From an optimization exercise on the open Yosys and OpenROAD flow, aimed at small area, a short achievable clock period and few clock cycles per item; shortcuts taken in it are not production practice. The RTL was checked by simulation tests, not by an equivalence proof against the original design. No activity file was given, so power comes from the tool's default toggle rates.

==> flow/design.v <==
package lkst_pkg;
    localparam int SLOTS  = 8;
    localparam int SLOT_W = (SLOTS > 1) ? $clog2(SLOTS) : 1;
    localparam int CNT_W  = $clog2(SLOTS + 1);
    localparam logic ACT_UPSERT = 1'b0;
    localparam logic ACT_READ   = 1'b1;
    typedef struct packed {
        logic               action;
        logic [31:0]        now_tick;
        logic [7:0]         protocol_code;
        logic [31:0]        sensor_id;
        logic [7:0]         channel_code;
        logic signed [15:0] temperature;
        logic [7:0]         humidity;
        logic [1:0]         battery;
        logic [2:0]         read_slot;
    } t_in_item;
    typedef struct packed {
        logic [2:0]         slot_index;
        logic               key_hit;
        logic               evicted;
        logic [3:0]         fill_count;
        logic               slot_valid;
        logic [7:0]         out_protocol;
        logic [31:0]        out_sensor_id;
        logic [7:0]         out_channel;
        logic signed [15:0] out_temperature;
        logic [7:0]         out_humidity;
        logic [1:0]         out_battery;
        logic [31:0]        age_ticks;
    } t_out_item;
    typedef struct packed {
        logic [7:0]  protocol;
        logic [31:0] sensor_id;
        logic [7:0]  channel;
    } t_key;
    typedef struct packed {
        logic signed [15:0] temperature;
        logic [7:0]         humidity;
        logic [1:0]         battery;
    } t_payload;
    typedef struct packed {
        t_key        key;
        t_payload    payload;
        logic [31:0] seen_tick;
    } t_entry;
    typedef struct packed {
        logic              we;
        logic [SLOT_W-1:0] waddr;
        t_entry            wdata;
        logic              re;
        logic [SLOT_W-1:0] raddr;
    } t_mem_req;
    typedef struct packed {
        logic              step;
        logic [SLOT_W-1:0] idx;
        logic              ent_valid;
        t_key              key;
    } t_sel_ctl;
    typedef struct packed {
        logic              hit;
        logic [SLOT_W-1:0] hit_idx;
        logic [SLOT_W-1:0] lru_idx;
    } t_sel_res;
endpackage
module lkst_store
(
    input  logic     i_clk,
    input  lkst_pkg::t_mem_req i_req,
    output lkst_pkg::t_entry   o_rd_data
);
    logic [105:0] r_mem [0:lkst_pkg::SLOTS-1];
    lkst_pkg::t_entry r_rd_data;
    always_ff @(posedge i_clk) begin
        if (i_req.we) begin
            r_mem[i_req.waddr] <= i_req.wdata;
        end
        if (i_req.re) begin
            r_rd_data <= r_mem[i_req.raddr];
        end
    end
    assign o_rd_data = r_rd_data;
endmodule
module lkst_sel
(
    input  logic     i_clk,
    input  logic     i_rst_n,
    input  lkst_pkg::t_sel_ctl i_ctl,
    input  lkst_pkg::t_entry   i_entry,
    output lkst_pkg::t_sel_res o_sel
);
    logic              r_hit;
    logic [lkst_pkg::SLOT_W-1:0] r_hit_idx;
    logic [lkst_pkg::SLOT_W-1:0] r_lru_idx;
    logic [31:0]       r_lru_ls;
    logic              match;
    logic [31:0]       diff;
    assign match = i_ctl.ent_valid && (i_entry.key == i_ctl.key);
    assign diff  = i_entry.seen_tick - r_lru_ls;
    always_ff @(posedge i_clk) begin
        if (!i_rst_n) begin
            r_hit <= 1'b0;
        end else if (i_ctl.step) begin
            if (i_ctl.idx == '0) begin
                r_hit <= match;
            end else if (!r_hit && match) begin
                r_hit <= 1'b1;
            end
        end
    end
    always_ff @(posedge i_clk) begin
        if (i_ctl.step) begin
            if (i_ctl.idx == '0) begin
                r_hit_idx <= '0;
                r_lru_idx <= '0;
                r_lru_ls  <= i_entry.seen_tick;
            end else begin
                if (!r_hit && match) begin
                    r_hit_idx <= i_ctl.idx;
                end
                if (diff[31]) begin
                    r_lru_idx <= i_ctl.idx;
                    r_lru_ls  <= i_entry.seen_tick;
                end
            end
        end
    end
    assign o_sel.hit     = r_hit;
    assign o_sel.hit_idx = r_hit_idx;
    assign o_sel.lru_idx = r_lru_idx;
endmodule
module lru_keyed_sensor_table_core
(
    input  logic       i_clk,
    input  logic       i_rst_n,
    input  logic       i_in_valid,
    output logic       o_in_ready,
    input  lkst_pkg::t_in_item   i_in_data,
    output logic       o_out_valid,
    input  logic       i_out_ready,
    output lkst_pkg::t_out_item  o_out_data
);
    localparam logic [1:0] S_IDLE  = 2'd0;
    localparam logic [1:0] S_SCAN  = 2'd1;
    localparam logic [1:0] S_WRITE = 2'd2;
    localparam logic [1:0] S_READ  = 2'd3;
    logic [1:0]        r_state, n_state;
    lkst_pkg::t_in_item          r_item;
    logic [lkst_pkg::SLOT_W-1:0] r_idx;
    logic [lkst_pkg::SLOTS-1:0]  r_valid;
    logic [lkst_pkg::CNT_W-1:0]  r_count;
    lkst_pkg::t_out_item         r_out;
    logic              r_out_vld;
    logic              accept;
    logic              out_free;
    logic              last_idx;
    lkst_pkg::t_mem_req          mem_req;
    lkst_pkg::t_entry            rd_data;
    lkst_pkg::t_sel_ctl          sel_ctl;
    lkst_pkg::t_sel_res          sel_res;
    lkst_pkg::t_key              item_key;
    lkst_pkg::t_payload          item_pay;
    logic              any_free;
    logic [lkst_pkg::SLOT_W-1:0] free_idx;
    logic [lkst_pkg::SLOT_W-1:0] up_slot;
    logic              up_was_valid;
    logic [lkst_pkg::CNT_W-1:0]  up_count;
    logic [lkst_pkg::SLOT_W-1:0] rd_addr;
    logic              rd_ok;
    lkst_pkg::t_out_item         up_out;
    lkst_pkg::t_out_item         rd_out;
    assign accept   = i_in_valid && o_in_ready;
    assign out_free = !r_out_vld || i_out_ready;
    assign last_idx = (r_idx == lkst_pkg::SLOT_W'(lkst_pkg::SLOTS - 1));
    assign item_key.protocol     = r_item.protocol_code;
    assign item_key.sensor_id    = r_item.sensor_id;
    assign item_key.channel      = r_item.channel_code;
    assign item_pay.temperature  = r_item.temperature;
    assign item_pay.humidity     = r_item.humidity;
    assign item_pay.battery      = r_item.battery;
    always_comb begin
        free_idx = '0;
        for (int i = lkst_pkg::SLOTS - 1; i >= 0; i--) begin
            if (!r_valid[i]) begin
                free_idx = lkst_pkg::SLOT_W'(i);
            end
        end
    end
    assign any_free = ~&r_valid;
    always_comb begin
        priority if (sel_res.hit) begin
            up_slot = sel_res.hit_idx;
        end else if (any_free) begin
            up_slot = free_idx;
        end else begin
            up_slot = sel_res.lru_idx;
        end
    end
    assign up_was_valid = r_valid[up_slot];
    assign up_count     = (!up_was_valid && (r_count < lkst_pkg::CNT_W'(lkst_pkg::SLOTS))) ?
                          r_count + lkst_pkg::CNT_W'(1) : r_count;
    assign rd_addr = lkst_pkg::SLOT_W'(r_item.read_slot);
    assign rd_ok   = (int'(r_item.read_slot) < lkst_pkg::SLOTS) && r_valid[rd_addr];
    always_comb begin
        up_out                 = '0;
        up_out.slot_index      = 3'(up_slot);
        up_out.key_hit         = sel_res.hit;
        up_out.evicted         = up_was_valid && !sel_res.hit;
        up_out.fill_count      = 4'(up_count);
        up_out.slot_valid      = 1'b1;
        up_out.out_protocol    = r_item.protocol_code;
        up_out.out_sensor_id   = r_item.sensor_id;
        up_out.out_channel     = r_item.channel_code;
        up_out.out_temperature = r_item.temperature;
        up_out.out_humidity    = r_item.humidity;
        up_out.out_battery     = r_item.battery;
        up_out.age_ticks       = '0;
    end
    always_comb begin
        rd_out              = '0;
        rd_out.slot_index   = r_item.read_slot;
        rd_out.fill_count   = 4'(r_count);
        if (rd_ok) begin
            rd_out.slot_valid      = 1'b1;
            rd_out.out_protocol    = rd_data.key.protocol;
            rd_out.out_sensor_id   = rd_data.key.sensor_id;
            rd_out.out_channel     = rd_data.key.channel;
            rd_out.out_temperature = rd_data.payload.temperature;
            rd_out.out_humidity    = rd_data.payload.humidity;
            rd_out.out_battery     = rd_data.payload.battery;
            rd_out.age_ticks       = r_item.now_tick - rd_data.seen_tick;
        end
    end
    always_comb begin
        mem_req                 = '0;
        mem_req.we              = (r_state == S_WRITE) && out_free;
        mem_req.waddr           = up_slot;
        mem_req.wdata.key       = item_key;
        mem_req.wdata.payload   = item_pay;
        mem_req.wdata.seen_tick = r_item.now_tick;
        if (accept) begin
            mem_req.re    = 1'b1;
            mem_req.raddr = (i_in_data.action == lkst_pkg::ACT_READ) ?
                            lkst_pkg::SLOT_W'(i_in_data.read_slot) : '0;
        end else if (r_state == S_SCAN && !last_idx) begin
            mem_req.re    = 1'b1;
            mem_req.raddr = r_idx + lkst_pkg::SLOT_W'(1);
        end
    end
    assign sel_ctl.step      = (r_state == S_SCAN);
    assign sel_ctl.idx       = r_idx;
    assign sel_ctl.ent_valid = r_valid[r_idx];
    assign sel_ctl.key       = item_key;
    lkst_store u_store (
        .i_clk     (i_clk),
        .i_req     (mem_req),
        .o_rd_data (rd_data)
    );
    lkst_sel u_sel (
        .i_clk   (i_clk),
        .i_rst_n (i_rst_n),
        .i_ctl   (sel_ctl),
        .i_entry (rd_data),
        .o_sel   (sel_res)
    );
    always_comb begin
        n_state = r_state;
        unique case (r_state)
            S_IDLE: begin
                if (accept) begin
                    n_state = (i_in_data.action == lkst_pkg::ACT_READ) ? S_READ : S_SCAN;
                end
            end
            S_SCAN: begin
                if (last_idx) begin
                    n_state = S_WRITE;
                end
            end
            S_WRITE: begin
                if (out_free) begin
                    n_state = S_IDLE;
                end
            end
            S_READ: begin
                if (out_free) begin
                    n_state = S_IDLE;
                end
            end
            default: n_state = S_IDLE;
        endcase
    end
    always_ff @(posedge i_clk) begin
        if (!i_rst_n) begin
            r_state   <= S_IDLE;
            r_valid   <= '0;
            r_count   <= '0;
            r_out_vld <= 1'b0;
            r_idx     <= '0;
        end else begin
            r_state <= n_state;
            if (accept) begin
                r_idx <= '0;
            end else if (r_state == S_SCAN) begin
                r_idx <= r_idx + lkst_pkg::SLOT_W'(1);
            end
            if (mem_req.we) begin
                r_valid[up_slot] <= 1'b1;
                r_count          <= up_count;
            end
            if ((r_state == S_WRITE || r_state == S_READ) && out_free) begin
                r_out_vld <= 1'b1;
            end else if (i_out_ready) begin
                r_out_vld <= 1'b0;
            end
        end
    end
    always_ff @(posedge i_clk) begin
        if (accept) begin
            r_item <= i_in_data;
        end
        if (out_free) begin
            if (r_state == S_WRITE) begin
                r_out <= up_out;
            end else if (r_state == S_READ) begin
                r_out <= rd_out;
            end
        end
    end
    assign o_in_ready  = (r_state == S_IDLE);
    assign o_out_valid = r_out_vld;
    assign o_out_data  = r_out;
endmodule
module lkst_top
(
    input  logic        clk,
    input  logic        rst_n,
    input  logic        in_valid,
    output logic        in_ready,
    input  logic        in_action,
    input  logic [31:0] in_now_tick,
    input  logic [7:0]  in_protocol,
    input  logic [31:0] in_sensor_id,
    input  logic [7:0]  in_channel,
    input  logic [15:0] in_temperature,
    input  logic [7:0]  in_humidity,
    input  logic [1:0]  in_battery,
    input  logic [2:0]  in_read_slot,
    output logic        out_valid,
    input  logic        out_ready,
    output logic [2:0]  out_slot_index,
    output logic        out_key_hit,
    output logic        out_evicted,
    output logic [3:0]  out_fill_count,
    output logic        out_slot_valid,
    output logic [7:0]  out_protocol,
    output logic [31:0] out_sensor_id,
    output logic [7:0]  out_channel,
    output logic [15:0] out_temperature,
    output logic [7:0]  out_humidity,
    output logic [1:0]  out_battery,
    output logic [31:0] out_age_ticks
);
    lkst_pkg::t_in_item  in_item;
    lkst_pkg::t_out_item out_item;
    assign in_item.action        = in_action;
    assign in_item.now_tick      = in_now_tick;
    assign in_item.protocol_code = in_protocol;
    assign in_item.sensor_id     = in_sensor_id;
    assign in_item.channel_code  = in_channel;
    assign in_item.temperature   = in_temperature;
    assign in_item.humidity      = in_humidity;
    assign in_item.battery       = in_battery;
    assign in_item.read_slot     = in_read_slot;
    lru_keyed_sensor_table_core u_core (
        .i_clk       (clk),
        .i_rst_n     (rst_n),
        .i_in_valid  (in_valid),
        .o_in_ready  (in_ready),
        .i_in_data   (in_item),
        .o_out_valid (out_valid),
        .i_out_ready (out_ready),
        .o_out_data  (out_item)
    );
    assign out_slot_index  = out_item.slot_index;
    assign out_key_hit     = out_item.key_hit;
    assign out_evicted     = out_item.evicted;
    assign out_fill_count  = out_item.fill_count;
    assign out_slot_valid  = out_item.slot_valid;
    assign out_protocol    = out_item.out_protocol;
    assign out_sensor_id   = out_item.out_sensor_id;
    assign out_channel     = out_item.out_channel;
    assign out_temperature = out_item.out_temperature;
    assign out_humidity    = out_item.out_humidity;
    assign out_battery     = out_item.out_battery;
    assign out_age_ticks   = out_item.age_ticks;
endmodule
==> flow/run.sh <==
#!/bin/bash
# synth_recipe.tcl (not shown) runs the flow's synth.tcl, then flattens the netlist and writes it again
# the make line also repeats each setting of config.mk as NAME=value (left out here)
make -C /OpenROAD-flow-scripts/flow DESIGN_CONFIG=/design/flow/config.mk WORK_HOME=/design/flow/orfs CLKGATE_MAP_FILE= SYNTH_SCRIPT=/design/flow/synth_recipe.tcl finish
==> flow/config.mk <==
export PLATFORM = sky130hd
export DESIGN_NAME = lkst_top
export DESIGN_NICKNAME = lkst_top
export VERILOG_FILES = /design/flow/design.v
export SDC_FILE = /design/flow/constraint.sdc
export NUM_CORES = 4
export LEC_CHECK = 0
export CAP_MARGIN = 20
export CORE_MARGIN = 2
export CORE_UTILIZATION = 45
export SLEW_MARGIN = 20
==> flow/constraint.sdc <==
create_clock -name core_clock -period 5.0 [get_ports {clk}]
set_input_delay 1.0000 -clock core_clock [delete_from_list [all_inputs] [get_ports {clk}]]
set_output_delay 1.0000 -clock core_clock [all_outputs]
set_load 0.01 [all_outputs]
==> flow_summary.toml <==
[run_status]
outcome = "complete, no violations"

[grt]
grt_max_degree = 107
grt_pass1_vias = 28800
grt_pass1_wl_mm = 181
grt_overflow = 0
grt_usage = 0.214
antenna_found_initial = 5

[floorplanning]
io_pins = 232
dieArea_um2 = 112000
start_util = 0.453
core_area_um2 = 109000
dieHeight_um = 335
die_w_um = 335
std_cell_rows = 121

[routing]
routedWlPerCell_um = 22.2
wl_mm = 121
vias_per_cell = 5.51
drt_drc_violations_left = 0
drt_iter0_drc = 2902
postRouteAntennaNets = 0
dr.pass1.iters = 5
vias = 30100

[final_layout]
area_growth_pct = 17.5
fillerInstances = 9034
diodes = 0
layout.nets = 4137
drive_above_1_share = 0.0719
final_cell_mix = "edfxtp_1 (1,217), nand2_1 (997), nand3_1 (540)"
final_common_cell = "edfxtp_1"

[pwr]
power_density_nw_per_um2 = 431
p_leak_nw = 20.7
vdd_drop_max_mv = 0.285

[synth]
syn_area_per_cell_um2 = 13.3
yosysWarnings = 3
synth_nets = 3875
yosysUniqueCellTypes = 73
synth_area_um2 = 49300
synth_ff_type = "edfxtp_1"
ys_async_sr_fraction = 0
synth_edf_count = 1217
seq_area_frac_synth = 0.749
synthCells = 3691
ys_ff_latch = 1236

[critical_path]
critPathMostFrequentCell = "inv_1"
worstSetupPathType = "reg2reg"
critPathLaunchType = "register"
crit_arrival_ns = 4.45
cp_max_fo = 9
crit_slowest_cell = "edfxtp_1"
cp_data_required_time_ns = 5.57
slowest_delay_ns = 0.65
endpoint_kind = "register"
crit_chain = "inv_1 > ha_1 > inv_1 > fa_1 > a21oi_1 > o21bai_1 > a41o_1 > a21o_1 > nor3_1 > o21ai_1 > a31oi_1 > mux2i_1"

[sta]
rsz0062_at_grt = "false"
fmax_mhz = 258
final_hold_viol_count = 0
hold_slack_ns = 0.489
tightest_slew_ns = 0.884
fin_crit_sh = 0.776
drv_slew = 0
slew-limit-headroom = 0.409
setup_viol_count_final = 0
setup_tns_ns = 0
period_needed_ns = 3.88
finClkSkew_ns = 0.0303

[clocking]
cts.sinks = 1236
holdBufCountCts = 0
cts_buffer_depth = 3
cts_resized = 0
clkLatencyLatePin_ns = 0.74
cts_buffers = 133
cts_root_buf = "clkbuf_16"
clk_pin_slew_ns = 0.06
htree_levels = 4
postCtsSetupRepairBufs = 0
cts_tree = "done"

[hold_path]
hp-class = "reg2reg"

[placement]
io_buffer_count = 231
hpwl_mm = 70.0
gp_routability_congestion = 0.812

[job]
cap_violations = 0
path summary, 6_finish.rpt:
path	start	end	slack (ns)	depth (start not counted)
min reg2reg	u_core.u_store.r_rd_data[21]	u_core.u_sel.r_lru_ls[21]	0.49	0
max reg2reg	u_core.r_item[77]	u_core.r_out[28]	1.12	12
min	u_core.u_store.r_rd_data[21]	u_core.u_sel.r_lru_ls[21]	0.49	0
max	u_core.r_item[77]	u_core.r_out[28]	1.12	12
metal layers:
metal / global-route usage / part of all wire
met1: 0.319 / 0.46
met2: 0.323 / 0.45
met3: 0.0337 / 0.061
met4: 0.0704 / 0.028
met5: 0 / 0.00022
flip-flops by register name, summed over array words and instances, names as in the netlist:
name,flops
u_core.u_sel.r_lru_idx,3
u_core.r_idx,3
u_core.r_out_vld,1
u_core.r_count,4
u_core.u_sel.r_hit,1
u_core.u_store.r_mem,848
u_core.r_valid,8
u_core.u_store.r_rd_data,106
u_core.r_item,109
u_core.u_sel.r_hit_idx,3
u_core.r_out,116
u_core.u_sel.r_lru_ls,32
u_core.r_state,2
layout make-up:
type | instances | area (µm²) | share of cell area
tap | 1414 | 1770 | 0.0306
multi-input combinational | 2180 | 11400 | 0.198
inverter | 84 | 320 | 0.00553
clock buffer | 170 | 3560 | 0.0615
timing repair buffer | 318 | 3450 | 0.0596
sequential | 1236 | 36900 | 0.638
clock inverter | 62 | 424 | 0.00733
worst max-delay path, delay by kind of cell (launching register included):
kind | cells | cell delay, ns
DFF | 1 | 0.65
buffers and inverters | 2 | 0.26
AOI/OAI and AO/OA | 6 | 1.44
muxes | 1 | 0.22
and+or+nand+nor | 1 | 0.50
adders and majority gates | 2 | 0.63
power by group:
| group | internal (W) | switching (W) |
|---|---|---|
| clock | 0.00518 | 0.00392 |
| combinational | 0.00117 | 0.00199 |
| sequential | 0.0122 | 0.000493 |
Yosys cell counts (13+ instances only):
cell,instances,area [µm²]
nor3_1,16,80.1
o21ai_1,76,380
nand2_1,999,3750
dfxtp_1,19,380
buf_2,32,160
a22o_1,73,639
xor2_1,40,350
nand3_1,540,2700
clkbuf_1,125,469
nor2_1,57,214
a21oi_1,33,165
a21o_1,19,143
xnor2_1,32,280
edfxtp_1,1217,36500
inv_1,83,312
o21ai_0,59,295
o21a_1,13,97.6
a31oi_1,15,93.8
nand4_1,13,81.3
ha_1,69,863
buf_1,34,128
metrics by stage:
step | setup WS, ns | area [µm²] | cells | utilization | power, W
floorplan | -1.68 | 49300 | 3691 | - | 0.0147
global placement | 1.04 | 53900 | 5232 | 0.496 | 0.0160
detailed placement | 0.926 | 53900 | 5232 | 0.496 | 0.0161
CTS | 1.13 | 57900 | 5464 | 0.533 | 0.0252
global route | 0.936 | 57900 | 5464 | 0.533 | 0.0259
finish | 1.12 | 57900 | 5464 | 0.533 | 0.0250
cells by family (layout without fill, tap and decap cells):
group           after synthesis  count (layout)  share of synthesized area
simple gates               1685            1685                      0.147
flops                      1236            1236                      0.749
compound gates              335             335                     0.0457
buf+inv                     275             634                     0.0218
xor+xnor                     72              72                     0.0128
fa+ha+maj                    70              70                     0.0179
mux                          18              18                    0.00521
Testbench counts, summed over its fixed seeds: cycles 36,528, items 4,800.

[what the ideal ports hide]
The results above use ideal ports. As a check the final layout listed here was re-extracted and re-timed, cells and wires unchanged. Step 1: set_driving_cell puts a clkbuf_16 on clk and a buf_2 on each other input, an assumption about the parent block. Step 2 adds t to the input delays and takes it off the output delays; t is the mean of the earliest and latest rising clock arrival at the registers after step 1. Input paths then give back, and output paths get back, about the clock's delay inside the block. a / b / c = no drivers / after step 1 / after step 2; a / b = the first two.
t, ns: 0.785
slack for setup (ns): 1.120 / 1.120 / 0.908
worst data-port slew with drivers (ns): 0.05
After both steps this run still meets setup and hold. The setup slack of this run moves by 0.000 ns with the drivers and by -0.212 ns with both steps.
